From an optimization exercise on the open Yosys and OpenROAD flow, aimed at small area and a short achievable clock period; shortcuts taken in it are not production practice.
Where RTL was checked, it was by simulation tests only, not by an equivalence proof against the original.
For runs 4 to 6, only the layout was checked, not whether the RTL still works.
Power and IR drop assume default switching activity.

==> design/flow/design.v <==
package rv_isa_pkg;
	typedef enum logic [7-1:0] {
		OPC_LUI    = 7'b0110111,
		OPC_AUIPC  = 7'b0010111,
		OPC_JAL    = 7'b1101111,
		OPC_JALR   = 7'b1100111,
		OPC_BRANCH = 7'b1100011,
		OPC_LOAD   = 7'b0000011,
		OPC_STORE  = 7'b0100011,
		OPC_OP_IMM = 7'b0010011,
		OPC_OP     = 7'b0110011
	} opcode_e;
	localparam logic [3-1:0] F3_JALR    = 3'b000;
	localparam logic [3-1:0] F3_BEQ     = 3'b000;
	localparam logic [3-1:0] F3_BNE     = 3'b001;
	localparam logic [3-1:0] F3_BLT     = 3'b100;
	localparam logic [3-1:0] F3_BGE     = 3'b101;
	localparam logic [3-1:0] F3_BLTU    = 3'b110;
	localparam logic [3-1:0] F3_BGEU    = 3'b111;
	localparam logic [3-1:0] F3_LB      = 3'b000;
	localparam logic [3-1:0] F3_LH      = 3'b001;
	localparam logic [3-1:0] F3_LW      = 3'b010;
	localparam logic [3-1:0] F3_LBU     = 3'b100;
	localparam logic [3-1:0] F3_LHU     = 3'b101;
	localparam logic [3-1:0] F3_SB      = 3'b000;
	localparam logic [3-1:0] F3_SH      = 3'b001;
	localparam logic [3-1:0] F3_SW      = 3'b010;
	localparam logic [3-1:0] F3_ADD_SUB = 3'b000;
	localparam logic [3-1:0] F3_SLL     = 3'b001;
	localparam logic [3-1:0] F3_SLT     = 3'b010;
	localparam logic [3-1:0] F3_SLTU    = 3'b011;
	localparam logic [3-1:0] F3_XOR     = 3'b100;
	localparam logic [3-1:0] F3_SRL_SRA = 3'b101;
	localparam logic [3-1:0] F3_OR      = 3'b110;
	localparam logic [3-1:0] F3_AND     = 3'b111;
	localparam logic [7-1:0] F7_ADD     = 7'b0000000;
	localparam logic [7-1:0] F7_SUB     = 7'b0100000;
	localparam logic [7-1:0] F7_SRL     = 7'b0000000;
	localparam logic [7-1:0] F7_SRA     = 7'b0100000;
	localparam logic [5-1:0] REG_ZERO = '0;  
	typedef struct packed {
		logic [7-1:0]   funct7;
		logic [5-1:0] rs2;
		logic [5-1:0] rs1;
		logic [3-1:0]   funct3;
		logic [5-1:0] rd;
		logic [7-1:0]  opcode;
	} r_fmt_t;
	typedef struct packed {
		logic [11:0]        imm_11_0;
		logic [5-1:0] rs1;
		logic [3-1:0]   funct3;
		logic [5-1:0] rd;
		logic [7-1:0]  opcode;
	} i_fmt_t;
	typedef struct packed {
		logic [6:0]         imm_11_5;
		logic [5-1:0] rs2;
		logic [5-1:0] rs1;
		logic [3-1:0]   funct3;
		logic [4:0]         imm_4_0;
		logic [7-1:0]  opcode;
	} s_fmt_t;
	typedef struct packed {
		logic               imm_12;
		logic [5:0]         imm_10_5;
		logic [5-1:0] rs2;
		logic [5-1:0] rs1;
		logic [3-1:0]   funct3;
		logic [3:0]         imm_4_1;
		logic               imm_11;
		logic [7-1:0]  opcode;
	} b_fmt_t;
	typedef struct packed {
		logic [19:0]        imm_31_12;
		logic [5-1:0] rd;
		logic [7-1:0]  opcode;
	} u_fmt_t;
	typedef struct packed {
		logic               imm_20;
		logic [9:0]         imm_10_1;
		logic               imm_11;
		logic [7:0]         imm_19_12;
		logic [5-1:0] rd;
		logic [7-1:0]  opcode;
	} j_fmt_t;
	typedef union packed {
		r_fmt_t r;
		i_fmt_t i;
		s_fmt_t s;
		b_fmt_t b;
		u_fmt_t u;
		j_fmt_t j;
	} inst_u;
	typedef enum logic [2:0] {
		IMM_NONE  = 3'd0,
		IMM_I     = 3'd1,
		IMM_SHAMT = 3'd2,
		IMM_S     = 3'd3,
		IMM_B     = 3'd4,
		IMM_U     = 3'd5,
		IMM_J     = 3'd6
	} imm_sel_e;
endpackage
package rv_pipe_pkg;
	typedef enum logic [2:0] {
		ALU_NOP = 3'd0,
		ALU_LOG = 3'd1,  
		ALU_ARI = 3'd2,  
		ALU_SHI = 3'd3,
		ALU_JAB = 3'd4,  
		ALU_LAS = 3'd5   
	} alusel_e;
	typedef struct packed {
		logic               re1;
		logic               re2;
		logic [5-1:0] addr1;
		logic [5-1:0] addr2;
	} rf_read_t;
	typedef struct packed {
		logic               we;
		logic [5-1:0] addr;
		logic [32-1:0]   data;
	} fwd_t;
	typedef struct packed {
		logic               valid;
		logic               illegal;
		alusel_e            alusel;
		logic [7-1:0]  opcode;
		logic [3-1:0]   funct3;
		logic [7-1:0]   funct7;
		logic [32-1:0]   reg1;
		logic [32-1:0]   reg2;
		logic [5-1:0] wd;
		logic               wreg;
		logic [32-1:0]   link_addr;
		logic [32-1:0]   inst;
	} id_ex_t;
	typedef struct packed {
		logic             taken;
		logic [32-1:0] target;
	} branch_t;
endpackage
`timescale 1ns/10ps
module inst_decoder (
	input  logic [31:0] inst_i,
	output logic        lui_o,
	output logic        auipc_o,
	output logic        jal_o,
	output logic        jalr_o,    
	output logic        br_o,      
	output logic        ld_o,      
	output logic        st_o,      
	output logic        opi_o,     
	output logic        op_o,      
	output logic        legal_o,
	output logic        re1_o,
	output logic        re2_o,
	output logic [2:0]  alusel_o
);
	logic [6:0] opc;
	logic [2:0] f3;
	logic [6:0] f7;
	logic       f7_zero;
	logic       f7_alt;   
	logic       shift;
	assign opc     = inst_i[6:0];
	assign f3      = inst_i[14:12];
	assign f7      = inst_i[31:25];
	assign f7_zero = f7 == 7'b0000000;
	assign f7_alt  = f7[6] == 1'b0 && f7[4:0] == 5'b00000;
	assign shift   = f3[1:0] == 2'b01;
	assign lui_o   = opc == 7'b0110111;
	assign auipc_o = opc == 7'b0010111;
	assign jal_o   = opc == 7'b1101111;
	assign jalr_o  = opc == 7'b1100111 && f3 == 3'b000;
	assign br_o    = opc == 7'b1100011 && (f3[2] || !f3[1]);
	assign ld_o    = opc == 7'b0000011 && !(f3[1] && f3[0]) && !(f3[2] && f3[1]);
	assign st_o    = opc == 7'b0100011 && !f3[2] && !(f3[1] && f3[0]);
	assign opi_o   = opc == 7'b0010011 &&
		(f3 == 3'b001 ? f7_zero : f3 == 3'b101 ? f7_alt : 1'b1);
	assign op_o    = opc == 7'b0110011 &&
		((f3 == 3'b000 || f3 == 3'b101) ? f7_alt : f7_zero);
	assign legal_o = lui_o | auipc_o | jal_o | jalr_o | br_o | ld_o | st_o | opi_o | op_o;
	assign re1_o   = jalr_o | br_o | ld_o | st_o | opi_o | op_o;
	assign re2_o   = br_o | st_o | op_o;
	always_comb begin
		if (lui_o || auipc_o)
			alusel_o = 3'd1;
		else if (jal_o || jalr_o || br_o)
			alusel_o = 3'd4;
		else if (ld_o || st_o)
			alusel_o = 3'd5;
		else if (opi_o || op_o)
			alusel_o = shift ? 3'd3 : (f3[2] && f3 != 3'b101) ? 3'd1 : 3'd2;
		else
			alusel_o = 3'd0;
	end
endmodule
`timescale 1ns/10ps
module pfx_add32 #(parameter int KIND = 0) (
	input  logic [31:0] a_i,
	input  logic [31:0] b_i,
	output logic [31:0] s_o
);
	logic [31:0] g [6];
	logic [31:0] p [6];
	logic [31:0] c;    
	always_comb begin
		g[0] = a_i & b_i;
		p[0] = a_i ^ b_i;
		for (int l = 1; l < 6; l++) begin
			g[l] = g[l-1];
			p[l] = p[l-1];
		end
		if (KIND == 1) begin
			for (int l = 1; l < 6; l++) begin
				for (int i = 0; i < 32; i++) begin
					if ((i >> (l-1)) % 2 == 1) begin
						int j;
						j = ((i >> (l-1)) << (l-1)) - 1;
						g[l][i] = g[l-1][i] | (p[l-1][i] & g[l-1][j]);
						p[l][i] = p[l-1][i] & p[l-1][j];
					end else begin
						g[l][i] = g[l-1][i];
						p[l][i] = p[l-1][i];
					end
				end
			end
		end else begin
			for (int l = 1; l < 6; l++) begin
				for (int i = 0; i < 32; i++) begin
					if ((i + 1) % (1 << l) == 0) begin
						g[l][i] = g[l-1][i] | (p[l-1][i] & g[l-1][i - (1 << (l-1))]);
						p[l][i] = p[l-1][i] & p[l-1][i - (1 << (l-1))];
					end else begin
						g[l][i] = g[l-1][i];
						p[l][i] = p[l-1][i];
					end
				end
			end
		end
	end
	logic [31:0] gf;   
	always_comb begin
		if (KIND == 1) begin
			gf = g[5];
		end else begin
			logic [31:0] gg;
			gg = g[5];
			for (int l = 4; l >= 1; l--) begin
				for (int i = 0; i < 32; i++) begin
					if ((i + 1) % (1 << l) == (1 << (l-1)) && i >= (1 << l)) begin
						gg[i] = g[l-1][i] | (p[l-1][i] & gg[i - (1 << (l-1))]);
					end
				end
			end
			gf = gg;
		end
	end
	assign c   = {gf[30:0], 1'b0};
	if (KIND == 2) begin : g_plain
		assign s_o = a_i + b_i;
	end else begin : g_pfx
		assign s_o = p[0] ^ c;
	end
endmodule
module cmp32 (
	input  logic [31:0] a_i,
	input  logic [31:0] b_i,
	output logic        lt_o,
	output logic        eq_o
);
	logic [31:0] l [6];
	logic [31:0] e [6];
	always_comb begin
		l[0] = ~a_i & b_i;
		e[0] = ~(a_i ^ b_i);
		for (int k = 1; k < 6; k++) begin
			l[k] = '0;
			e[k] = '0;
			for (int i = 0; i < (32 >> k); i++) begin
				l[k][i] = l[k-1][2*i+1] | (e[k-1][2*i+1] & l[k-1][2*i]);
				e[k][i] = e[k-1][2*i+1] & e[k-1][2*i];
			end
		end
	end
	assign lt_o = l[5][0];
	assign eq_o = e[5][0];
endmodule
`timescale 1ns/10ps
module id_stage_top (
	input  logic         clk,
	input  logic         rst_i,
	input  logic         inst_valid_i,
	input  logic [31:0]  pc_i,
	input  logic [31:0]  inst_i,
	input  logic [31:0]  rf_data1_i,
	input  logic [31:0]  rf_data2_i,
	input  logic [37:0]  ex_fwd_i,
	input  logic [37:0]  mem_fwd_i,
	input  logic         stall_i,
	output logic [11:0]  rf_read_o,
	output logic [32:0]  branch_o,
	output logic [155:0] id_ex_o
);
	logic       lui, auipc, jal, jalr, br, ld, st, opi, op, legal, re1, re2;
	logic [2:0] alusel_unused;
	inst_decoder u_dec (
		.inst_i  (inst_i),
		.lui_o   (lui),
		.auipc_o (auipc),
		.jal_o   (jal),
		.jalr_o  (jalr),
		.br_o    (br),
		.ld_o    (ld),
		.st_o    (st),
		.opi_o   (opi),
		.op_o    (op),
		.legal_o (legal),
		.re1_o   (re1),
		.re2_o   (re2),
		.alusel_o(alusel_unused)
	);
	logic [4:0] rs1, rs2;
	assign rs1 = inst_i[19:15];
	assign rs2 = inst_i[24:20];
	assign rf_read_o = {re1, re2, re1 ? rs1 : 5'd0, re2 ? rs2 : 5'd0};
	logic [31:0] imm_i, imm_s, imm_b, imm_u, imm_j, imm_sh;
	assign imm_i  = {{20{inst_i[31]}}, inst_i[31:20]};
	assign imm_s  = {{20{inst_i[31]}}, inst_i[31:25], inst_i[11:7]};
	assign imm_b  = {{20{inst_i[31]}}, inst_i[7], inst_i[30:25], inst_i[11:8], 1'b0};
	assign imm_u  = {inst_i[31:12], 12'b0};
	assign imm_j  = {{12{inst_i[31]}}, inst_i[19:12], inst_i[20], inst_i[30:21], 1'b0};
	assign imm_sh = {27'b0, inst_i[24:20]};
	logic        ex_we, mem_we;
	logic [4:0]  ex_a, mem_a;
	logic [31:0] ex_d, mem_d;
	assign {ex_we, ex_a, ex_d}    = ex_fwd_i;
	assign {mem_we, mem_a, mem_d} = mem_fwd_i;
	logic ex_ok, mem_ok;
	assign ex_ok  = ex_we  && ex_a  != 5'd0;
	assign mem_ok = mem_we && mem_a != 5'd0;
	logic ex_hit1, mem_hit1, ex_hit2, mem_hit2;
	assign ex_hit1  = ex_ok  && ex_a  == rs1;
	assign mem_hit1 = mem_ok && mem_a == rs1;
	assign ex_hit2  = ex_ok  && ex_a  == rs2;
	assign mem_hit2 = mem_ok && mem_a == rs2;
	logic f1_ex, f1_mem, f1_rf, f2_ex, f2_mem, f2_rf;
	assign f1_ex  = ex_hit1;
	assign f1_mem = !ex_hit1 && mem_hit1;
	assign f1_rf  = !ex_hit1 && !mem_hit1;
	assign f2_ex  = ex_hit2;
	assign f2_mem = !ex_hit2 && mem_hit2;
	assign f2_rf  = !ex_hit2 && !mem_hit2;
	logic [31:0] f1, f2;
	assign f1 = ({32{f1_ex}} & ex_d) | ({32{f1_mem}} & mem_d) | ({32{f1_rf}} & rf_data1_i);
	assign f2 = ({32{f2_ex}} & ex_d) | ({32{f2_mem}} & mem_d) | ({32{f2_rf}} & rf_data2_i);
	logic eq, lt_u, lt_s, cond;
	cmp32 u_cmp (.a_i(f1), .b_i(f2), .lt_o(lt_u), .eq_o(eq));
	assign lt_s = (f1[31] != f2[31]) ? f1[31] : lt_u;
	always_comb begin
		case (inst_i[14:12])
			3'b000:  cond = eq;
			3'b001:  cond = !eq;
			3'b100:  cond = lt_s;
			3'b101:  cond = !lt_s;
			3'b110:  cond = lt_u;
			3'b111:  cond = !lt_u;
			default: cond = 1'b0;
		endcase
	end
	logic        a_rs1;
	logic [31:0] add_a, add_b, sum;
	assign a_rs1 = inst_i[6] && !inst_i[3] && inst_i[2];
	assign add_a = ({32{a_rs1 && f1_ex}} & ex_d) | ({32{a_rs1 && f1_mem}} & mem_d) |
		({32{a_rs1 && f1_rf}} & rf_data1_i) | ({32{!a_rs1}} & pc_i);
	assign add_b = !inst_i[6] ? imm_u : inst_i[3] ? imm_j : inst_i[2] ? imm_i : imm_b;
	pfx_add32 #(.KIND(1)) u_add (.a_i(add_a), .b_i(add_b), .s_o(sum));
	assign branch_o = {inst_valid_i && !stall_i && (jal || jalr || (br && cond)),
		sum[31:1], sum[0] && !a_rs1};
	logic [31:0] pc4;
	logic [31:0] inc_c;   
	logic [29:0] all1 [6];   
	always_comb begin
		all1[0] = pc_i[31:2];
		for (int l = 1; l < 6; l++) begin
			for (int i = 0; i < 30; i++) begin
				if ((i >> (l-1)) % 2 == 1)
					all1[l][i] = all1[l-1][i] & all1[l-1][((i >> (l-1)) << (l-1)) - 1];
				else
					all1[l][i] = all1[l-1][i];
			end
		end
		inc_c = {all1[5][28:0], 1'b1, 2'b00};
	end
	assign pc4 = pc_i ^ inc_c;
	logic hold, load;
	assign hold = stall_i && !rst_i;
	assign load = !stall_i && !rst_i;
	logic s1_f, s1_u, s1_sum, s1_j;
	assign s1_f   = load && re1;
	assign s1_u   = load && lui;
	assign s1_sum = load && auipc;
	assign s1_j   = load && jal;
	logic        v_q;
	logic [31:0] inst_q, r1_q, r2_q;
	logic [31:0] r1_d;
	assign r1_d = ({32{hold}} & r1_q) | ({32{s1_f}} & f1) | ({32{s1_u}} & imm_u) |
		({32{s1_sum}} & sum) | ({32{s1_j}} & imm_j);
	always_ff @(posedge clk) begin
		v_q    <= (hold && v_q) || (load && inst_valid_i);
		inst_q <= ({32{hold}} & inst_q) | ({32{load}} & inst_i);
		r1_q   <= r1_d;
	end
	always_ff @(posedge clk) begin
		if (!stall_i)
			r2_q <= re2 ? f2 : pc4;
	end
	logic       q_lui, q_auipc, q_jal, q_jalr, q_br, q_ld, q_st, q_opi, q_op, q_legal;
	logic       q_re1, q_re2;
	logic [2:0] q_alusel;
	inst_decoder u_qdec (
		.inst_i  (inst_q),
		.lui_o   (q_lui),
		.auipc_o (q_auipc),
		.jal_o   (q_jal),
		.jalr_o  (q_jalr),
		.br_o    (q_br),
		.ld_o    (q_ld),
		.st_o    (q_st),
		.opi_o   (q_opi),
		.op_o    (q_op),
		.legal_o (q_legal),
		.re1_o   (q_re1),
		.re2_o   (q_re2),
		.alusel_o(q_alusel)
	);
	logic        q_jump, q_keep_f7;
	logic [2:0]  q_f3;
	logic [6:0]  q_f7;
	logic [31:0] q_reg2, q_link;
	assign q_jump    = q_jal || q_jalr;
	assign q_keep_f7 = q_alusel == 3'd3 || (q_op && inst_q[14:12] == 3'b000);
	assign q_f3      = (q_lui || q_auipc || q_jal) ? 3'd0 : inst_q[14:12];
	assign q_f7      = q_keep_f7 ? inst_q[31:25] : 7'd0;
	logic        q_sel_r1, q_sel_imm, q_shift;
	logic [31:0] q_imm;
	assign q_shift   = inst_q[13:12] == 2'b01;
	assign q_sel_r1  = q_lui || q_auipc || q_jal;
	assign q_sel_imm = q_jalr || q_ld || q_opi;
	assign q_imm     = (q_opi && q_shift) ? {27'd0, inst_q[24:20]} : {{20{inst_q[31]}}, inst_q[31:20]};
	assign q_reg2    = ({32{q_re2}} & r2_q) | ({32{q_sel_r1}} & r1_q) | ({32{q_sel_imm}} & q_imm);
	assign q_link    = q_jump ? r2_q : 32'd0;
	assign id_ex_o = {v_q, v_q && !q_legal, q_alusel, inst_q[6:0], q_f3, q_f7,
		r1_q, q_reg2, inst_q[11:7], q_legal && !q_br && !q_st, q_link, inst_q};
endmodule
==> design/flow/flow/run.sh <==
#!/bin/bash
# Standard ORFS layout; the only change is the cell that buffer_ports puts
# on every input and output port (a plain buffer instead of the default
# delay-buffer choice). Every tool's output goes to orfs/logs and flow.log.
set -euo pipefail
export BUFFER_PORTS_ARGS="-buffer_cell sky130_fd_sc_hd__buf_1"
bash standard.sh finish > flow.log 2>&1
==> design/flow/standard.sh <==
#!/bin/bash
# synth_recipe.tcl (not shown) runs the flow's synth.tcl, then flattens the netlist and writes it again
# the make line also repeats each setting of config.mk as NAME=value (left out here)
make -C /OpenROAD-flow-scripts/flow DESIGN_CONFIG=/design/flow/config.mk WORK_HOME=/design/flow/orfs CLKGATE_MAP_FILE= SYNTH_SCRIPT=/design/flow/synth_recipe.tcl "${@:-finish}"
==> design/flow/config.mk <==
export PLATFORM = sky130hd
export DESIGN_NAME = id_stage_top
export DESIGN_NICKNAME = id_stage_top
export VERILOG_FILES = /design/flow/design.v
export SDC_FILE = /design/flow/constraint.sdc
export NUM_CORES = 4
export LEC_CHECK = 0
export CAP_MARGIN = 20
export CORE_MARGIN = 2
export CORE_UTILIZATION = 40
export CTS_BUF_LIST = sky130_fd_sc_hd__clkbuf_4 sky130_fd_sc_hd__clkbuf_8
export SETUP_SLACK_MARGIN = 3.0
export SLEW_MARGIN = 20
==> design/flow/constraint.sdc <==
create_clock -name core_clock -period 12.0 [get_ports {clk}]
set_input_delay 2.4000 -clock core_clock [delete_from_list [all_inputs] [get_ports {clk}]]
set_output_delay 2.4000 -clock core_clock [all_outputs]
set_load 0.01 [all_outputs]
==> results of run 1 <==
## cells in the mapped netlist, drive strengths merged, types with 4 or more instances
cell | n | area (sq um)
a31oi | 7 | 43.8
mux2i | 103 | 1030
o211ai | 13 | 123
a221oi | 13 | 114
inv | 39 | 146
nor2b | 9 | 56.3
or3 | 4 | 25.0
nand2 | 160 | 603
xor2 | 31 | 272
a222oi | 24 | 240
dfxtp | 65 | 1300
nor4 | 7 | 71.3
buf | 41 | 273
ha | 67 | 838
o21bai | 4 | 30.0
o221ai | 6 | 52.6
a21o | 18 | 135
and2 | 55 | 344
or4 | 6 | 48.8
mux2 | 7 | 78.8
nor3 | 17 | 100
edfxtp | 32 | 961
a22oi | 10 | 75.1
fa | 5 | 100
nand3 | 17 | 95.1
a221o | 22 | 231
nor2 | 96 | 360
nand4 | 18 | 113
a21oi | 69 | 357
a21boi | 5 | 37.5
xnor2 | 42 | 368
o21ai | 154 | 771
clkbuf | 69 | 259
nand3b | 5 | 37.5
nand2b | 10 | 62.6
## sequential cells by signal, summed over array words and instances (netlist names)
name	count
inst_q	32
r1_q	32
r2_q	32
v_q	1
## per-layer routing
| metal | track usage [%] | share of wire, % | vias up |
|---|---|---|---|
| met5 | 0.947 | 0.060 | - |
| met4 | 8.25 | 2.3 | 2 |
| met2 | 49.4 | 45 | 725 |
| li1 | - | - | 5347 |
| met3 | 7.15 | 11 | 66 |
| met1 | 43.6 | 42 | 5370 |
## metrics by stage
step	setup WS, ns	utilization [%]	instance area [sq um]	power (mW)	std cells
finish	3.05	51.0	12400	1.03	1975
global route	2.84	51.0	12400	1.08	1975
CTS	2.94	49.4	12000	0.996	1953
detailed placement	2.23	47.6	11600	0.758	1924
global placement	2.34	47.6	11600	0.756	1924
floorplan	3.33	-	9990	0.607	1282
## power by group
group	switching, mW	internal, mW	leakage, nW
sequential	0.0173	0.357	0.844
clock	0.142	0.0891	0.100
combinational	0.265	0.155	4.15
## how the worst min path moves through the flow
stage	start	end	slack [ns]	depth (start not counted)
floorplan	v_q	v_q	0.48	2
CTS	inst_q[18]	inst_q[18]	0.51	2
global placement	inst_q[18]	inst_q[18]	0.48	2
global route	inst_q[18]	inst_q[18]	0.54	2
detailed placement	inst_q[18]	inst_q[18]	0.49	2
finish	inst_q[17]	inst_q[17]	0.51	2
## final cells by class
type | count | area, sq um | area share [%]
timing repair buffer | 461 | 2030 | 16.3
inverter | 39 | 146 | 1.18
tap | 324 | 405 | 3.26
clock buffer | 12 | 153 | 1.23
multi-input combinational | 1038 | 7400 | 59.5
sequential | 97 | 2260 | 18.2
clock inverter | 4 | 35.0 | 0.282
## kinds of logic (layout without fill, tap and decap cells)
kind of cell | count (synthesis) | after routing | synth area share [%]
buffers and inverters | 149 | 516 | 6.80
other | 1 | 6 | 0.0376
xor gates and xnor gates | 73 | 73 | 6.41
and+or+nand+nor | 414 | 416 | 20.0
adders and majority gates | 72 | 72 | 9.42
AOI/OAI and AO/OA | 361 | 361 | 23.5
DFF | 97 | 97 | 22.7
muxes | 110 | 110 | 11.1
## worst max-delay path: cells and delay by family
family	cells	cell delay [ns]
AOI/OAI and AO/OA	9	2.02
and+or+nand+nor	4	0.88
buffers and inverters	5	0.69
adders and majority gates	1	0.31
xor gates and xnor gates	1	0.12
muxes	1	0.11
## cell usage in the layout, fill, tap and decap left out, types with 36 or more instances in the layout
| cell | n |
|---|---|
| a21oi_1 | 36 |
| and2_1 | 55 |
| buf_1 | 388 |
| buf_4 | 55 |
| dfxtp_1 | 65 |
| ha_1 | 66 |
| inv_1 | 39 |
| mux2i_1 | 99 |
| nand2_1 | 158 |
| nor2_1 | 92 |
| o21ai_0 | 95 |
| o21ai_1 | 55 |
| xnor2_1 | 42 |
## repair_timing
action | in CTS | in global routing
pin swaps | 8 | 22
resized for setup | 41 | 61
buffers inserted | 13 | 20
gates cloned | 0 | 2
hold buffers | 0 | 0
endpoints found under the setup margin | 22 | 19
==> results.tsv, run 1 <==
metric	value	unit
status	timing/DRC/antenna clean	
drc_errors	0	
htreeDepth	3	
ys_async_sr_fraction	0	%
r2r-start	r1_q[19]	
cts_sinks	97	
wl	44800	um
path_max_fanout	6	
drv_slew	0	
leakage	5.09	nW
fill_cells	2487	
root_buffer	clkbuf_8	
area.growth.synth_to_final	24.7	%
clk_latency	0.39	ns
hpwl	34500	um
io-pin-count	409	
finalClockSkew	0	ns
overflow	0	
drtAntennaViolNets	0	
die-area	26200	sq um
grt_max_degree	66	
grtUsageTotal	31.5	%
clk_pin_slew_worst_paths	0.11	ns
cts_tree	built	
powerDensity	82.5	nW/um^2
ys_warn_count	9	
ys_types	68	
ys.flop_type	dfxtp_1	
drt_pre_antenna_iters	7	
antenna_cells	0	
portBuffers	402	
cpMaxStageDelayCell	or4_4	
coreArea	24400	sq um
critPathKind	input pin to output pin	
slowest_delay	0.56	ns
maxCapViolations	0	
tightest_slew	1.20	ns
finalCritPeriodShare	74.6	%
crit_path_end	branch_o[28]	
fmax	112	MHz
die-width	162	um
finalSetupViolCount	0	
rsz0062_at_grt	true	
ys_ff_latch	97	
vias	11500	
cts_made_buffers	9	
hold_path_class	register to register	
syn_area	9970	sq um
cp_common_cell	a21oi_2	
postSynthCellCount	1277	
clock_path_buffers	2	
start_util	40.9	%
seq_area_frac_synth	22.7	%
drt_iter0_markers	1161	
crit_arrival	6.55	ns
grt_pass1_vias	10200	
fp.dieH	162	um
grt_pass1_wl	62500	um
max_slew_margin	20.3	%
holdWs	0.506	ns
r2r-end	r1_q[19]	
max-vdd-ir-drop	70.1	uV
r2r_cells	2	
cp.required	9.60	ns
gp_congestion	0.957	
drive_gt1_share	11.2	%
wire_per_inst	22.7	um
nets	1926	
antenna_found_initial	0	
finalHoldViolCount	0	
cp-startpoint	mem_fwd_i[35]	
rows	57	
crit_path_start_kind	input pin	
vias_per_cell	5.83	
layout_min_cycle_time	8.95	ns
r2r_slack	10.70	ns
tns	0	ns
synth_edf_count	32	
path_cells	buf_8 > or4_4 > o211ai_4 > nor2_4 > buf_12 > buf_4 > buf_6 > mux2i_1 > nor2_1 > a21oi_2 > o21ai_0 > ha_1 > o211ai_1 > nor2_2 > a31o_4 > o2111ai_4 > a21boi_2 > a311o_1 > a21oi_2 > xnor2_1 > buf_2	
avgSynthCellArea	7.81	sq um
critPathCaptureType	output pin	
==> inputs of run 2 (changes only) <==
--- a/design/flow/config.mk
+++ b/design/flow/config.mk
@@ -5,6 +5,7 @@
 export SDC_FILE = /design/flow/constraint.sdc
 export NUM_CORES = 4
 export LEC_CHECK = 0
+export ABC_AREA = 1
 export CAP_MARGIN = 20
 export CORE_MARGIN = 2
 export CORE_UTILIZATION = 40
==> results.tsv, run 2 <==
metric	value	unit	change
die-area	27900	sq um	+6.4%
clock_path_buffers	2		unchanged
vias_per_cell	5.45		-6.4%
synth.top_cell.area_share	20.4	%	+7.4 points
rows	59		+3.5%
wl	48100	um	+7.4%
hpwl	39100	um	+13%
critPathCaptureType	output pin		
syn_area	10600	sq um	+6.6%
fill_cells	2880		+16%
ys_warn_count	9		unchanged
leakage	6.00	nW	+18%
fmax	115	MHz	+3.1%
synth_area_leaders	nand2_1, dfxtp_1, edfxtp_1		
coreArea	26100	sq um	+6.8%
muxShareOfSynthArea	0	%	-11 points
r2r-start	r1_q[30]		
grt_max_degree	47		-29%
maxCapViolations	0		unchanged
tightest_slew	1.03	ns	-0.163 ns
htreeDepth	3		unchanged
powerDensity	82.0	nW/um^2	-0.67%
fp.dieH	167	um	+3.1%
max-vdd-ir-drop	53.3	uV	-24%
vias	13100		+14%
nets	2339		+21%
avgSynthCellArea	6.20	sq um	-21%
area.growth.synth_to_final	17.1	%	
dpl.cell_count	2381		+24%
drt_iter0_markers	951		-18%
drv_slew	0		unchanged
cts_made_buffers	9		unchanged
post-synth-top-count-cell	nand2_1		
drc_errors	0		unchanged
status	timing/DRC/antenna clean		
drtAntennaViolNets	0		unchanged
crit_path_start_kind	input pin		
grt_pass1_vias	12100		+19%
ys.flop_type	dfxtp_1		
final_cell_mix	nand2_1, buf_1, inv_1, nand3_1, nor2_1		
hold_buffers	0		unchanged
finalClockSkew	0	ns	unchanged
antenna_found_initial	0		unchanged
ys_types	61		-10%
cts_sinks	97		unchanged
drt_pre_antenna_iters	5		-2
holdWs	0.468	ns	-0.0370 ns
layout_commonest_cell	nand2_1		
finalCritPeriodShare	72.3	%	-2.2 points
max_slew_margin	30.9	%	+11 points
ys_async_sr_fraction	0	%	unchanged
fin_cells	2399		+21%
cp.required	9.60	ns	about the same
cts_tree	built		
synthTopCellsByCount	nand2_1, inv_1, nand3_1		
cp-startpoint	inst_i[19]		
seq_area_frac_synth	21.3	%	-1.4 points
rsz0062_at_grt	true		
grt_pass1_wl	70900	um	+13%
reg_top3	inst_q x32, r1_q x32, r2_q x32		
clk_pin_slew_worst_paths	0.12	ns	about the same
ys_ff_latch	97		unchanged
wire_per_inst	20.0	um	-12%
synth-adder-area-share	8.83	%	-0.58 points
finalSetupViolCount	0		unchanged
min_from	inst_q[15]		
synth_compound_gate_area_share	16.7	%	-6.8 points
critPathKind	input pin to output pin		
synth-xor-area-share	3.22	%	-3.2 points
layout_min_cycle_time	8.68	ns	-0.267 ns
hold_path_class	register to register		
finalHoldViolCount	0		unchanged
synth_area_leader_cell	nand2_1		
portBuffers	402		unchanged
synth-simple-area-share	36.9	%	+17 points
grtUsageTotal	33.1	%	+1.6 points
synth_edf_count	32		unchanged
postSynthCellCount	1714		+34%
die-width	167	um	+3.1%
path_max_fanout	20		+14
gp_congestion	1.02		+6.7%
root_buffer	clkbuf_8		
start_util	40.8	%	-0.10 points
synth_top_family_by_area	simple AND/OR/NAND/NOR gates		
clk_latency	0.40	ns	about the same
tns	0	ns	unchanged
antenna_cells	0		unchanged
crit_arrival	6.28	ns	-0.27 ns
io-pin-count	409		unchanged
drive_gt1_share	5.91	%	-5.3 points
overflow	0		unchanged
run 2: cell types whose count changed after synthesis, sizes merged, moves of 28 or more:
cell / delta
and2: -48
clkbuf: -42
inv: +194
mux2i: -103
nand2: +429
nand3: +126
nor2: +28
o21ai: -72
run 2: final timing paths:
path	depth (start not counted)	slack, ns	endpoint
max	22	3.32	branch_o[32]
min	2	0.47	inst_q[15]
max reg2reg	3	11.03	r1_q[30]
min reg2reg	2	0.47	inst_q[15]
run 2: timing repair:
item	4_1_cts	5_1_grt
resized for setup	5	13
pin swaps	1	0
setup endpoints to repair	18	13
buffers inserted	2	0
run 2: metrics by stage:
step | total power, mW | instance area [sq um] | setup slack (ns) | utilization (%)
after floorplan | 0.616 | 10600 | 3.98 | -
after global placement | 0.764 | 12100 | 2.58 | 46.6
after detailed placement | 0.765 | 12100 | 2.59 | 46.6
after CTS | 1.01 | 12400 | 3.01 | 47.6
after global routing | 1.08 | 12400 | 2.99 | 47.7
final | 1.02 | 12400 | 3.32 | 47.7
run 2: final cells by class:
cell class | count | area, sq um | area share [%]
Timing Repair Buffer | 412 | 1590 | 12.8
Multi-Input combinational cell | 1305 | 7060 | 56.7
Inverter | 234 | 888 | 7.14
Sequential cell | 97 | 2260 | 18.2
Clock buffer | 9 | 124 | 0.996
Clock inverter | 7 | 98.8 | 0.795
Tap cell | 335 | 419 | 3.37
run 2: worst max-delay path: stages:
cell	delay (ns)
buf_1	0.29
xor2_1	0.12
nor2_1	0.20
nand3_4	0.18
buf_4	0.23
inv_2	0.29
nand2_1	0.17
nand3_1	0.26
inv_1	0.08
ha_1	0.39
nand2_1	0.12
nor2_1	0.16
nand4_1	0.16
nor2_1	0.30
nand2_1	0.15
nand2_1	0.10
nand2_1	0.05
a21oi_1	0.11
nand3_1	0.17
nand2_1	0.13
a21oi_1	0.07
buf_1	0.13
run 2: where the power goes:
| group | switching (mW) | internal [mW] |
|---|---|---|
| Combinational | 0.268 | 0.127 |
| Sequential | 0.0162 | 0.358 |
| Clock | 0.148 | 0.103 |
| Total | 0.432 | 0.587 |
run 2: per-layer routing:
metal  up-vias  global-route usage (%)  wire length, um
li1       6247                       -                -
met1      6113                    42.1            19600
met2       627                    57.9            23400
met3        94                    4.02             3350
met4         0                    11.2             1740
met5         -                       0                0
run 2: cell families (layout without fill, tap and decap cells):
logic type,after synthesis,count (layout)
XOR/XNOR,39,39
AO/OA/AOI/OAI,268,268
other,1,6
adder cells (fa/ha/maj),72,72
buffers and inverters,317,662
AND/OR/NAND/NOR,920,920
flip-flops,97,97
==> inputs of run 3 (changes only) <==
--- a/design/flow/config.mk
+++ b/design/flow/config.mk
@@ -9,6 +9,5 @@
 export CAP_MARGIN = 20
 export CORE_MARGIN = 2
 export CORE_UTILIZATION = 40
-export CTS_BUF_LIST = sky130_fd_sc_hd__clkbuf_4 sky130_fd_sc_hd__clkbuf_8
 export SETUP_SLACK_MARGIN = 3.0
 export SLEW_MARGIN = 20
==> results.tsv, run 3 <==
metric	value	unit	change
cts_sinks	97		unchanged
clk_pin_slew_worst_paths	0.08	ns	-0.04 ns
max_slew_margin	27.0	%	-3.8 points
grt_pass1_vias	12100		-0.16%
hold_buffers	0		unchanged
vias	13000		-0.50%
avgSynthCellArea	6.20	sq um	unchanged
r2r-end	r1_q[24]		
cts_tree	built		
r2r-start	r1_q[24]		
tns	0	ns	unchanged
finalSetupViolCount	0		unchanged
vias_per_cell	5.43		-0.50%
reg_top3	inst_q x32, r1_q x32, r2_q x32		
area.growth.synth_to_final	18.2	%	
nets	2339		unchanged
seq_area_frac_synth	21.3	%	unchanged
ys.flop_type	dfxtp_1		
rows	59		unchanged
met3_usage	4.90	%	+0.88 points
grtUsageTotal	33.3	%	+0.15 points
synthTopCellsByCount	nand2_1, inv_1, nand3_1		
die-width	167	um	unchanged
overflow	0		unchanged
io-pin-count	409		unchanged
antenna_found_initial	0		unchanged
start_util	40.8	%	unchanged
busiest_layer	met2		
gp_congestion	1.02		unchanged
layout_min_cycle_time	8.73	ns	+0.0491 ns
path_max_fanout	20		unchanged
final_cell_mix	nand2_1, buf_1, inv_1, nand3_1, nor2_1		
finalClockSkew	0	ns	unchanged
crit_arrival	6.33	ns	+0.05 ns
clk_latency	0.37	ns	-0.03 ns
cts_made_buffers	9		unchanged
synth.top_cell.area_share	20.4	%	unchanged
hpwl	39100	um	unchanged
wl	48100	um	about the same
postSynthCellCount	1714		unchanged
htreeDepth	3		unchanged
clock_path_buffers	2		unchanged
maxCapViolations	0		unchanged
crit_path_end	branch_o[17]		
critPathKind	input pin to output pin		
coreArea	26100	sq um	unchanged
drc_errors	0		unchanged
synth_area_leader_cell	nand2_1		
grt_pass1_wl	71000	um	+0.13%
finalHoldViolCount	0		unchanged
cp.required	9.60	ns	about the same
fmax	115	MHz	-0.56%
grt_max_degree	47		unchanged
ys_async_sr_fraction	0	%	unchanged
syn_area	10600	sq um	unchanged
antenna_cells	0		unchanged
root_buffer	clkbuf_16		
met2_usage	58.2	%	+0.27 points
post-synth-top-count-cell	nand2_1		
r2r_slack	11.02	ns	about the same
leakage	6.05	nW	+0.80%
max-vdd-ir-drop	63.2	uV	+18%
tightest_slew	1.09	ns	+0.0574 ns
synth_edf_count	32		unchanged
drt_iter0_markers	998		+4.9%
rsz0062_at_grt	false		
drv_slew	0		unchanged
ys_types	61		unchanged
drive_gt1_share	5.91	%	unchanged
hold_path_class	register to register		
powerDensity	86.6	nW/um^2	+5.6%
status	timing/DRC/antenna clean		
ys_warn_count	9		unchanged
layout_commonest_cell	nand2_1		
wire_per_inst	20.1	um	about the same
drtAntennaViolNets	0		unchanged
crit_path_start_kind	input pin		
die-area	27900	sq um	unchanged
drt_pre_antenna_iters	5		unchanged
cp-startpoint	inst_i[19]		
gr-usage-met1	42.1	%	about the same
holdWs	0.460	ns	-0.00862 ns
fp.dieH	167	um	unchanged
finalCritPeriodShare	72.7	%	+0.41 points
ys_ff_latch	97		unchanged
portBuffers	402		unchanged
critPathCaptureType	output pin		
r2r_cells	3		unchanged
synth_area_leaders	nand2_1, dfxtp_1, edfxtp_1		
run 3: power by group:
part | total, mW | switching (mW) | internal, mW | leakage [nW]
sequential | 0.374 | 0.0163 | 0.358 | 0.843
combinational | 0.395 | 0.268 | 0.127 | 5.05
clock | 0.318 | 0.158 | 0.160 | 0.152
total | 1.09 | 0.443 | 0.644 | 6.05
run 3: metal layers:
layer | part of all wire, % | vias up
met2 | 49 | 610
met3 | 7.1 | 84
li1 | - | 6251
met1 | 40 | 6071
met4 | 3.2 | 0
met5 | 0 | -
run 3: cell families (layout without fill, tap and decap cells):
family                   count (synthesis)  in the layout  synth area share, %
buffers and inverters                  317            662                 13.0
AO/OA/AOI/OAI                          268            268                 16.7
other                                    1              6               0.0353
adder cells (fa/ha/maj)                 72             72                 8.83
flip-flops                              97             97                 21.3
AND/OR/NAND/NOR                        920            920                 36.9
XOR/XNOR                                39             39                 3.22
run 3: metrics by stage:
step           cells  area, sq um  setup slack [ns]  total power [mW]  util [%]
2_1_floorplan   1719        10600              3.98             0.616         -
3_3_place_gp    2381        12100              2.58             0.764      46.6
3_5_place_dp    2381        12100              2.59             0.765      46.6
4_1_cts         2399        12500              3.01              1.08      47.9
5_1_grt         2399        12500              2.97              1.14      48.2
6_report        2399        12500              3.27              1.09      48.2
run 3: how the worst min path moves through the flow:
stage                           from          to  depth (start not counted)
after CTS                 inst_q[15]  inst_q[15]                          2
after floorplan                  v_q         v_q                          2
after detailed placement  inst_q[15]  inst_q[15]                          2
after global routing      inst_q[15]  inst_q[15]                          2
after global placement    inst_q[15]  inst_q[15]                          2
final                     inst_q[15]  inst_q[15]                          2
run 3: worst max-delay path, cell delays in order:
cell and delay (ns):
buf_1 0.29, xor2_1 0.18, nor2_1 0.09, nand3_4 0.17, buf_4 0.23, inv_2 0.19
nand2_1 0.10, nand2_1 0.06, a21oi_2 0.18, o21ai_1 0.09, ha_1 0.21, fa_1 0.40
nand2_1 0.08, nand2_1 0.05, o21ai_0 0.15, o21bai_2 0.12, nand2_1 0.08, nand2_2 0.09
nand3_1 0.14, nand2_4 0.16, fa_1 0.44, xor2_2 0.22, clkbuf_2 0.18
run 3: cell type report:
type	count	area (sq um)
Fill cell	2862	13500
Clock buffer	10	250
Clock inverter	6	68.8
Sequential cell	97	2260
Inverter	234	891
Tap cell	335	419
Timing Repair Buffer	412	1590
Multi-Input combinational cell	1305	7070
run 3: timing repair:
action,in CTS,in global routing
resized for setup,5,16
endpoints found under the hold margin,0,0
setup buffers,2,0
endpoints found under the setup margin,18,12
pin swaps,1,1
==> inputs of run 4 (changes only) <==
--- a/design/flow/design.v
+++ b/design/flow/design.v
@@ -268,6 +268,7 @@
 module cmp32 (
 	input  logic [31:0] a_i,
 	input  logic [31:0] b_i,
+	input  logic        signed_i,
 	output logic        lt_o,
 	output logic        eq_o
 );
@@ -275,6 +276,7 @@
 	logic [31:0] e [6];
 	always_comb begin
 		l[0] = ~a_i & b_i;
+		l[0][31] = signed_i ? (a_i[31] & ~b_i[31]) : (~a_i[31] & b_i[31]);
 		e[0] = ~(a_i ^ b_i);
 		for (int k = 1; k < 6; k++) begin
 			l[k] = '0;
@@ -356,25 +358,13 @@
 	logic [31:0] f1, f2;
 	assign f1 = ({32{f1_ex}} & ex_d) | ({32{f1_mem}} & mem_d) | ({32{f1_rf}} & rf_data1_i);
 	assign f2 = ({32{f2_ex}} & ex_d) | ({32{f2_mem}} & mem_d) | ({32{f2_rf}} & rf_data2_i);
-	logic eq, lt_u, lt_s, cond;
-	cmp32 u_cmp (.a_i(f1), .b_i(f2), .lt_o(lt_u), .eq_o(eq));
-	assign lt_s = (f1[31] != f2[31]) ? f1[31] : lt_u;
-	always_comb begin
-		case (inst_i[14:12])
-			3'b000:  cond = eq;
-			3'b001:  cond = !eq;
-			3'b100:  cond = lt_s;
-			3'b101:  cond = !lt_s;
-			3'b110:  cond = lt_u;
-			3'b111:  cond = !lt_u;
-			default: cond = 1'b0;
-		endcase
-	end
+	logic eq, lt, cond;
+	cmp32 u_cmp (.a_i(f1), .b_i(f2), .signed_i(!inst_i[13]), .lt_o(lt), .eq_o(eq));
+	assign cond = (inst_i[14] ? lt : eq) ^ inst_i[12];
 	logic        a_rs1;
 	logic [31:0] add_a, add_b, sum;
 	assign a_rs1 = inst_i[6] && !inst_i[3] && inst_i[2];
-	assign add_a = ({32{a_rs1 && f1_ex}} & ex_d) | ({32{a_rs1 && f1_mem}} & mem_d) |
-		({32{a_rs1 && f1_rf}} & rf_data1_i) | ({32{!a_rs1}} & pc_i);
+	assign add_a = a_rs1 ? f1 : pc_i;
 	assign add_b = !inst_i[6] ? imm_u : inst_i[3] ? imm_j : inst_i[2] ? imm_i : imm_b;
 	pfx_add32 #(.KIND(1)) u_add (.a_i(add_a), .b_i(add_b), .s_o(sum));
 	assign branch_o = {inst_valid_i && !stall_i && (jal || jalr || (br && cond)),
--- a/design/flow/config.mk
+++ b/design/flow/config.mk
@@ -9,5 +9,5 @@
 export CAP_MARGIN = 20
 export CORE_MARGIN = 2
 export CORE_UTILIZATION = 40
-export SETUP_SLACK_MARGIN = 3.0
+export SETUP_SLACK_MARGIN = 3.5
 export SLEW_MARGIN = 20
==> results.tsv, run 4 <==
metric	value	unit	change
status	timing/DRC/antenna clean		
leakage	6.22	nW	+2.8%
coreArea	26000	sq um	-0.28%
seq_area_frac_synth	21.4	%	+0.076 points
critPathCaptureType	output pin		
finalSetupViolCount	0		unchanged
synth_area_leader_cell	nand2_1		
grt_pass1_vias	12200		+1.3%
cp_common_cell	nand2_1		
rows	59		unchanged
r2r_slack	10.95	ns	-0.07 ns
critPathKind	input pin to output pin		
grt_max_degree	44		-6.4%
r2r-start	r1_q[19]		
crit_path_start_kind	input pin		
hold_buffers	0		unchanged
slowest_delay	0.42	ns	-0.02 ns
die-width	167	um	-0.17%
drive_gt1_share	11.7	%	+5.8 points
hpwl	39000	um	-0.21%
max-vdd-ir-drop	62.3	uV	-1.4%
cts_made_buffers	9		unchanged
synthTopCellsByCount	nand2_1, inv_1, nand3_1		
grt_pass1_wl	71300	um	+0.46%
synth_area_leaders	nand2_1, dfxtp_1, edfxtp_1		
io-pin-count	409		unchanged
cts_sinks	97		unchanged
drt_iter0_markers	966		-3.2%
fp.dieH	167	um	-0.17%
wire_per_inst	20.5	um	+2.0%
clk_pin_slew_worst_paths	0.08	ns	about the same
grtUsageTotal	33.6	%	+0.33 points
clk_latency	0.36	ns	about the same
dpl_worst_slack	2.21	ns	-0.381 ns
root_buffer	clkbuf_16		
crit_path_end	branch_o[17]		
post-synth-top-count-cell	nand2_1		
drv_slew	0		unchanged
setup_slack	3.64	ns	+0.365 ns
fill_cells	2763		-3.5%
syn_area	10600	sq um	-0.35%
synth_edf_count	32		unchanged
finalHoldViolCount	0		unchanged
met3_usage	4.11	%	-0.78 points
antenna_found_initial	1		+1
fmax	120	MHz	+4.4%
cp-startpoint	ex_fwd_i[33]		
finalClockSkew	0	ns	unchanged
start_util	40.7	%	about the same
met2_usage	59.4	%	+1.2 points
finalCritPeriodShare	69.7	%	-3.0 points
vias	12900		-0.70%
portBuffers	402		unchanged
rsz0062_at_grt	false		
hold_path_class	register to register		
area.growth.synth_to_final	26.2	%	
ys_types	63		+3.3%
nets	2320		-0.81%
max_slew_margin	27.0	%	about the same
cpMaxStageDelayCell	fa_2		
ys.flop_type	dfxtp_1		
powerDensity	84.1	nW/um^2	-2.9%
tns	0	ns	unchanged
gr-usage-met1	40.9	%	-1.1 points
synth.top_cell.area_share	20.0	%	-0.39 points
maxCapViolations	0		unchanged
cts_tree	built		
ys_warn_count	9		unchanged
drtAntennaViolNets	0		unchanged
wl	48700	um	+1.2%
tightest_slew	1.09	ns	+0.00124 ns
drc_errors	0		unchanged
r2r-end	r1_q[19]		
ys_async_sr_fraction	0	%	unchanged
busiest_layer	met2		
drt_pre_antenna_iters	5		unchanged
layout_commonest_cell	nand2_1		
path_max_fanout	23		+15%
vias_per_cell	5.43		about the same
final_cell_mix	nand2_1, buf_1, inv_1, nand3_1, nor2_1		
reg_top3	inst_q x32, r1_q x32, r2_q x32		
htreeDepth	3		unchanged
crit_arrival	5.96	ns	-0.37 ns
r2r_cells	2		-1
cp.required	9.60	ns	about the same
postSynthCellCount	1639		-4.4%
ys_ff_latch	97		unchanged
clock_path_buffers	2		unchanged
path_cells	buf_1 > nand2_1 > nand2_1 > nand2_1 > nor2_2 > nand3b_1 > buf_6 > buf_12 > nand2_4 > inv_16 > a221oi_4 > o21ai_2 > ha_1 > a21o_1 > a21oi_4 > o21bai_4 > nand2_2 > nand2_4 > fa_2 > xor2_2 > buf_2		
gp_congestion	1.00		-1.9%
overflow	0		unchanged
avgSynthCellArea	6.46	sq um	+4.2%
die-area	27800	sq um	-0.34%
layout_min_cycle_time	8.36	ns	-0.365 ns
run 4: kinds of logic (layout without fill, tap and decap cells):
logic type / Yosys count / in the layout / share of synthesized area (%)
simple gates: 883 / 883 / 36.5
other cells: 1 / 7 / 0.0354
xor+xnor: 41 / 41 / 3.39
buf+inv: 268 / 668 / 11.4
compound gates: 276 / 276 / 18.3
flops: 97 / 97 / 21.4
fa+ha+maj: 73 / 73 / 8.98
run 4: how the worst min path moves through the flow:
stage / from / end / slack (ns) / cells past startpoint
floorplan: v_q / v_q / 0.46 / 2
global placement: inst_q[17] / inst_q[17] / 0.45 / 2
detailed placement: inst_q[17] / inst_q[17] / 0.45 / 2
CTS: inst_q[7] / inst_q[7] / 0.47 / 2
global route: inst_q[17] / inst_q[17] / 0.49 / 2
finish: inst_q[7] / inst_q[7] / 0.47 / 2
run 4: stage by stage:
stage	power, mW	util (%)	cells	hold WS [ns]	instance area, sq um
6_report	1.12	51.4	2380	0.468	13400
5_1_grt	1.17	51.4	2379	0.493	13400
4_1_cts	1.09	48.9	2346	0.469	12700
3_5_place_dp	0.762	46.7	2312	0.455	12100
3_3_place_gp	0.761	46.7	2312	0.449	12100
2_1_floorplan	0.611	-	1644	0.461	10600
run 4: layout make-up:
cell class                      instances  area, sq um  area share (%)
Multi-Input combinational cell       1279         7490            56.1
Sequential cell                        97         2260            16.9
Timing Repair Buffer                  464         2110            15.8
Inverter                              185          741            5.55
Tap cell                              335          419            3.14
Clock buffer                            9          225            1.69
Clock inverter                          7         83.8           0.628
Timing Repair inverter                  3         21.3           0.159
Antenna cell                            1         2.50          0.0187
run 4: worst max-delay path: cells and delay by family:
kind	cells	cell delay, ns
compound gates	5	0.93
simple gates	8	0.85
buf+inv	5	0.77
fa+ha+maj	2	0.76
xor+xnor	1	0.23
run 4: repair_timing:
action	CTS	global route
pin swaps	6	32
cloned	2	3
gates resized for setup	38	78
setup buffers	16	30
setup endpoints to repair	31	23
run 4: power by group:
group	switching (mW)	leakage [nW]	internal [mW]
Sequential	0.0144	0.843	0.357
Clock	0.165	0.151	0.150
Combinational	0.282	5.23	0.154
run 4: metal layers:
layer | vias up | wire length (um)
met5 | - | 0
met4 | 0 | 2240
met3 | 110 | 3380
met2 | 630 | 23700
met1 | 5997 | 19400
li1 | 6188 | -
==> inputs of run 5 (changes only) <==
--- a/design/flow/config.mk
+++ b/design/flow/config.mk
@@ -9,5 +9,5 @@
 export CAP_MARGIN = 20
 export CORE_MARGIN = 2
 export CORE_UTILIZATION = 40
-export SETUP_SLACK_MARGIN = 3.5
+export SETUP_SLACK_MARGIN = 3.0
 export SLEW_MARGIN = 20
==> results.tsv, run 5 <==
metric	value	unit	change
power	1.08	mW	-3.5%
ys_ff_latch	97		unchanged
cts_sinks	97		unchanged
nets	2278		-1.8%
drtAntennaViolNets	0		unchanged
die-area	27800	sq um	unchanged
coreArea	26000	sq um	unchanged
finalSetupViolCount	0		unchanged
drt_pre_antenna_iters	8		+3
clk_pin_slew_worst_paths	0.08	ns	about the same
overflow	0		unchanged
ys_types	63		unchanged
synthTopCellsByCount	nand2_1, inv_1, nand3_1		
rows	59		unchanged
layout_min_cycle_time	8.76	ns	+0.402 ns
critPathCaptureType	output pin		
clk_latency	0.36	ns	about the same
drt_iter0_markers	984		+1.9%
fmax	114	MHz	-4.6%
synth.top_cell.area_share	20.0	%	unchanged
wl	47700	um	-2.1%
final_cell_mix	nand2_1, buf_1, inv_1, nand3_1, nor2_1		
max_slew_margin	25.5	%	-1.6 points
portBuffers	402		unchanged
postSynthCellCount	1639		unchanged
slowest_delay	0.45	ns	+0.03 ns
start_util	40.7	%	unchanged
leakage	5.91	nW	-5.0%
ys.flop_type	dfxtp_1		
cp_common_cell	nand2_1		
critPathKind	input pin to output pin		
finalCritPeriodShare	73.0	%	+3.3 points
hold_buffers	0		unchanged
wire_per_inst	20.4	um	-0.38%
cts_made_buffers	9		unchanged
drc_errors	0		unchanged
critPathTopFamily	simple AND/OR/NAND/NOR gates		
clock_path_buffers	2		unchanged
post-synth-top-count-cell	nand2_1		
crit_arrival	6.36	ns	+0.40 ns
maxCapViolations	0		unchanged
synth_area_leader_cell	nand2_1		
vias_per_cell	5.45		+0.36%
grt_pass1_wl	70800	um	-0.72%
rsz0062_at_grt	false		
cts_tree	built		
io-pin-count	409		unchanged
die-width	167	um	unchanged
dpl_worst_slack	2.21	ns	unchanged
setup_slack	3.24	ns	-0.402 ns
antenna_found_initial	1		unchanged
reg_top3	inst_q x32, r1_q x32, r2_q x32		
synth_area_leaders	nand2_1, dfxtp_1, edfxtp_1		
ys_async_sr_fraction	0	%	unchanged
max-vdd-ir-drop	60.5	uV	-2.9%
avgSynthCellArea	6.46	sq um	unchanged
hold_path_class	register to register		
htreeDepth	3		unchanged
syn_area	10600	sq um	unchanged
crit_path_start_kind	input pin		
root_buffer	clkbuf_16		
drive_gt1_share	7.54	%	-4.2 points
tightest_slew	1.12	ns	+0.0236 ns
vias	12700		-1.4%
grt_max_degree	44		unchanged
seq_area_frac_synth	21.4	%	unchanged
cpMaxStageDelayCell	fa_1		
powerDensity	85.8	nW/um^2	+2.0%
fp.dieH	167	um	unchanged
status	timing/DRC/antenna clean		
hpwl	39000	um	unchanged
path_max_fanout	19		-17%
ys_warn_count	9		unchanged
grt_pass1_vias	12100		-0.70%
tns	0	ns	unchanged
finalHoldViolCount	0		unchanged
grtUsageTotal	33.4	%	-0.22 points
layout_commonest_cell	nand2_1		
gp_congestion	1.00		unchanged
drv_slew	0		unchanged
finalClockSkew	0	ns	unchanged
cp.required	9.60	ns	about the same
area.growth.synth_to_final	19.3	%	
cp_num_buf_inv	5		unchanged
synth_edf_count	32		unchanged
run 5: cell types whose count changed in the layout (fill, tap and decap cells not counted), sizes merged:
cell      previous run  this run
clkbuf              19        12
clkinvlp             6         4
buf                454       421
run 5: layer usage:
metal	vias up	global-route usage, %	part of all wire, %
met5	-	0	0
met4	0	15.4	4.8
met3	109	3.80	6.9
met2	614	58.4	48
met1	5918	41.0	40
li1	6101	-	-
run 5: report_power, final:
part	leakage [nW]	internal, mW	switching, mW
clock network	0.151	0.150	0.164
logic	4.92	0.129	0.268
registers	0.843	0.357	0.0143
run 5: layout make-up:
class,count,area (sq um)
fill,2814,13400
multi-input combinational,1279,7210
sequential,97,2260
timing repair buffer,424,1690
inverter,185,723
tap,335,419
clock buffer,9,225
clock inverter,7,83.8
timing repair inverter,1,7.51
antenna,1,2.50
run 5: per-stage QoR:
| stage | hold WS [ns] | util [%] | area, sq um | cells |
|---|---|---|---|---|
| floorplan | 0.461 | - | 10600 | 1644 |
| global placement | 0.449 | 46.7 | 12100 | 2312 |
| detailed placement | 0.455 | 46.7 | 12100 | 2312 |
| CTS | 0.469 | 48.3 | 12600 | 2336 |
| global route | 0.493 | 48.6 | 12600 | 2337 |
| finish | 0.468 | 48.6 | 12600 | 2338 |
run 5: worst min-delay path, cell delays in order, from the launching register on:
cell and delay, ns:
dfxtp_1 0.33, nand2_1 0.06, nand2_1 0.04
run 5: logic make-up after synthesis:
family                   Yosys count  share of synthesized area [%]
other                              1                         0.0354
adder cells (fa/ha/maj)           73                           8.98
AND/OR/NAND/NOR                  883                           36.5
XOR/XNOR                          41                           3.39
AO/OA/AOI/OAI                    276                           18.3
buffers and inverters            268                           11.4
flip-flops                        97                           21.4
run 5: path summary, 6_finish.rpt:
| path | from | endpoint | slack, ns | depth (start not counted) |
|---|---|---|---|---|
| hold reg to reg | inst_q[7] | inst_q[7] | 0.47 | 2 |
| setup reg to reg | r1_q[19] | r1_q[19] | 10.91 | 2 |
| hold / removal | inst_q[7] | inst_q[7] | 0.47 | 2 |
| setup / recovery | mem_fwd_i[32] | branch_o[17] | 3.24 | 25 |
run 5: what timing repair did:
action,in CTS,in global routing
gates cloned,1,0
setup endpoints to repair,23,16
gates resized for setup,13,15
endpoints found under the hold margin,0,0
buffers inserted,7,1
pin swaps,1,1
==> inputs of run 6 (changes only) <==
==> design/flow/flow/run.sh (replaced) <==
#!/bin/bash
# Standard ORFS layout with two changes: the cell that buffer_ports puts on
# every input and output port (a plain buffer instead of the default
# delay-buffer choice), and no adder-cell mapping in synthesis (ADDER_MAP_FILE
# empty), so abc maps the adders and comparator from plain gates. Registers
# come out of synthesis exactly as in the standard flow.
# Every tool's output goes to orfs/logs and flow.log.
set -euo pipefail
export BUFFER_PORTS_ARGS="-buffer_cell sky130_fd_sc_hd__buf_1"
bash standard.sh ADDER_MAP_FILE= finish > flow.log 2>&1
--- a/design/flow/config.mk
+++ b/design/flow/config.mk
@@ -9,5 +9,5 @@
 export CAP_MARGIN = 20
 export CORE_MARGIN = 2
 export CORE_UTILIZATION = 40
-export SETUP_SLACK_MARGIN = 3.0
+export SETUP_SLACK_MARGIN = 4.0
 export SLEW_MARGIN = 20
==> results.tsv, run 6 <==
metric	value	unit	change
holdWs	0.467	ns	-0.00143 ns
min_from	inst_q[7]		
finalSetupViolCount	0		unchanged
ys_async_sr_fraction	0	%	unchanged
synth-xor-area-share	2.50	%	-0.89 points
leakage	7.09	nW	+20%
r2r-end	inst_q[14]		
die-width	173	um	+4.0%
coreArea	28000	sq um	+7.8%
cp.required	9.60	ns	about the same
clkPwrFrac	27.1	%	-1.9 points
synth-simple-area-share	46.8	%	+10 points
max_slew_margin	30.1	%	+4.6 points
critPathTopFamily	simple AND/OR/NAND/NOR gates		
hold_buffers	0		unchanged
r2r-start	inst_q[14]		
rows	61		+3.4%
cp_num_buf_inv	7		+2
drtAntennaViolNets	0		unchanged
path_max_fanout	24		+5
status	timing/DRC/antenna clean		
final_cell_mix	nand2_1, buf_1, inv_1, nor2_1, nand3_1		
vias	15400		+21%
drt_pre_antenna_iters	6		-2
rsz0062_at_grt	true		
layout_min_cycle_time	7.92	ns	-0.846 ns
clk_latency	0.38	ns	+0.02 ns
portBuffers	402		unchanged
avgSynthCellArea	5.56	sq um	-14%
synth.top_cell.area_share	21.1	%	+1.1 points
max-vdd-ir-drop	72.8	uV	+20%
grt_max_degree	64		+45%
cts_made_buffers	9		unchanged
maxCapViolations	0		unchanged
synth_compound_gate_area_share	15.7	%	-2.6 points
ys_ff_latch	97		unchanged
power.internal	0.652	mW	+2.5%
ys.flop_type	dfxtp_1		
io-pin-count	409		unchanged
nets	2659		+17%
fmax	126	MHz	+11%
grtUsageTotal	35.7	%	+2.3 points
drt_iter0_markers	1609		+64%
hold_path_class	register to register		
finalHoldViolCount	0		unchanged
gp_congestion	1.05		+4.3%
cts_tree	built		
slowest_delay	0.23	ns	-0.22 ns
synth_edf_count	32		unchanged
drv_slew	0		unchanged
crit_arrival	5.52	ns	-0.84 ns
clock_path_buffers	2		unchanged
powerDensity	79.8	nW/um^2	-6.9%
muxShareOfSynthArea	0	%	unchanged
ys_types	59		-6.3%
finalCritPeriodShare	66.0	%	-7.1 points
synth_area_leaders	nand2_1, dfxtp_1, inv_1		
die-area	30000	sq um	+8.2%
min_to	inst_q[7]		
power	1.15	mW	+5.9%
hold_depth	2		unchanged
combPwrFrac	40.8	%	+4.1 points
clk_pin_slew_worst_paths	0.09	ns	about the same
drc_errors	0		unchanged
tns	0	ns	unchanged
grt_pass1_vias	13400		+10%
reg_top3	inst_q x32, r1_q x32, r2_q x32		
fin_util	51.3	%	+2.7 points
wire_per_inst	20.3	um	-0.56%
critPathKind	input pin to output pin		
htreeDepth	3		unchanged
crit_cells	25		unchanged
wl	57500	um	+21%
grt_pass1_wl	82300	um	+16%
overflow	0		unchanged
ys_warn_count	9		unchanged
root_buffer	clkbuf_16		
synth-adder-area-share	0	%	-9.0 points
hpwl	45200	um	+16%
vias_per_cell	5.42		-0.58%
cp_common_cell	nand2_1		
swShare	43.1	%	+1.9 points
fp.dieH	173	um	+4.0%
synth_area_leader_cell	nand2_1		
power_frac_seq	32.1	%	-2.2 points
finalClockSkew	0	ns	unchanged
cts_sinks	97		unchanged
r2r_cells	2		unchanged
syn_area	11500	sq um	+8.4%
synthTopCellsByCount	nand2_1, inv_1, nor2_1		
antenna_found_initial	1		unchanged
layout_commonest_cell	nand2_1		
crit_path_start_kind	input pin		
start_util	40.9	%	+0.22 points
synth_top_family_by_area	simple AND/OR/NAND/NOR gates		
seq_area_frac_synth	19.7	%	-1.7 points
postSynthCellCount	2063		+26%
tightest_slew	1.04	ns	-0.0707 ns
post-synth-top-count-cell	nand2_1		
drive_gt1_share	11.1	%	+3.5 points
switching_power	0.495	mW	+11%
r2r_slack	10.95	ns	+0.04 ns
cpMaxStageDelayCell	buf_16		
area.growth.synth_to_final	25.2	%	
critPathCaptureType	output pin		
[run 6: area by class of cell]
type,count,area (sq um)
Fill cell,3181,13600
Antenna cell,1,2.50
Sequential cell,97,2260
Timing Repair Buffer,459,2160
Tap cell,378,473
Inverter,322,1240
Multi-Input combinational cell,1559,7920
Timing Repair inverter,3,17.5
Clock buffer,9,225
Clock inverter,7,67.6
[run 6: worst max-delay path by stage]
stage | startpoint | to | slack [ns]
after floorplan | ex_fwd_i[36] | branch_o[32] | 5.06
after global placement | inst_i[6] | branch_o[19] | 2.72
after detailed placement | inst_i[6] | branch_o[19] | 2.81
after CTS | inst_i[6] | branch_o[19] | 3.99
after global routing | inst_i[21] | branch_o[32] | 3.87
final | ex_fwd_i[32] | branch_o[32] | 4.08
[run 6: layer usage]
metal	GRT usage (%)	up-vias	wire length [um]
li1	-	7367	-
met2	53.5	842	24500
met1	50.3	7041	25100
met3	7.11	107	5670
met5	2.24	-	110
met4	13.0	4	2100
[run 6: power groups by stage]
stage	Combinational, mW	Sequential (mW)	Clock [mW]
floorplan	0.265	0.374	0
global placement	0.415	0.374	0
detailed placement	0.416	0.375	0
CTS	0.423	0.367	0.311
global route	0.512	0.369	0.320
finish	0.468	0.368	0.311
[run 6: metrics by stage]
step | cells | area (sq um) | setup WS, ns
global placement | 2770 | 13100 | 2.72
CTS | 2800 | 13600 | 3.99
detailed placement | 2770 | 13100 | 2.81
global route | 2834 | 14400 | 3.87
finish | 2835 | 14400 | 4.08
floorplan | 2068 | 11500 | 5.06
[run 6: timing repair]
action                                  CTS  global route
setup buffers                            11            29
endpoints found under the setup margin   43            30
gates cloned                              3             5
pin swaps                                 2            13
resized for setup                        38           111
[run 6: worst register-to-register path, delay by kind of cell, from the launching register on]
kind            cells  cell delay (ns)
buf+inv             1             0.24
compound gates      1             0.16
flops               1             0.55
[run 6: logic make-up after synthesis]
logic type | count (synthesis)
compound gates | 284
xor+xnor | 31
flops | 97
simple gates | 1237
other cells | 1
buf+inv | 413

## static timing again, ports no longer ideal
Ports are ideal in the flow. The routed layouts listed here were re-timed in OpenROAD. Step 1, drivers: a clkbuf_16 drives clk and a buf_2 each remaining input, both assumed. Step 2 moves the port delays by t, midway between the first and last clock arrival at a register: inputs arrive t later, outputs are due t later. That takes back most of the time a late clock gives input paths. Slacks: no drivers / after step 1 / after step 2; pairs: no drivers / after step 1.
run	t (ns)	slack for setup (ns)	worst setup path at the end	worst register clock-pin slew, ns	worst data-port slew with drivers (ns)
run 1	0.432	3.054 / 3.008 / 3.008	input to output	0.12 / 0.12	0.08
run 2	0.438	3.321 / 3.295 / 3.295	input to output	0.12 / 0.12	0.08
run 3	0.412	3.272 / 3.246 / 3.246	input to output	0.08 / 0.08	0.08
run 4	0.414	3.637 / 3.606 / 3.606	input to output	0.09 / 0.09	0.08
run 5	0.412	3.235 / 3.214 / 3.214	input to output	0.09 / 0.09	0.07
run 6	0.419	4.081 / 4.053 / 4.053	input to output	0.09 / 0.09	0.10
After both steps every run listed still meets setup and hold. The setup slack of run 1, which loses most, moves by -0.046 ns with the drivers and by -0.046 ns with both steps.
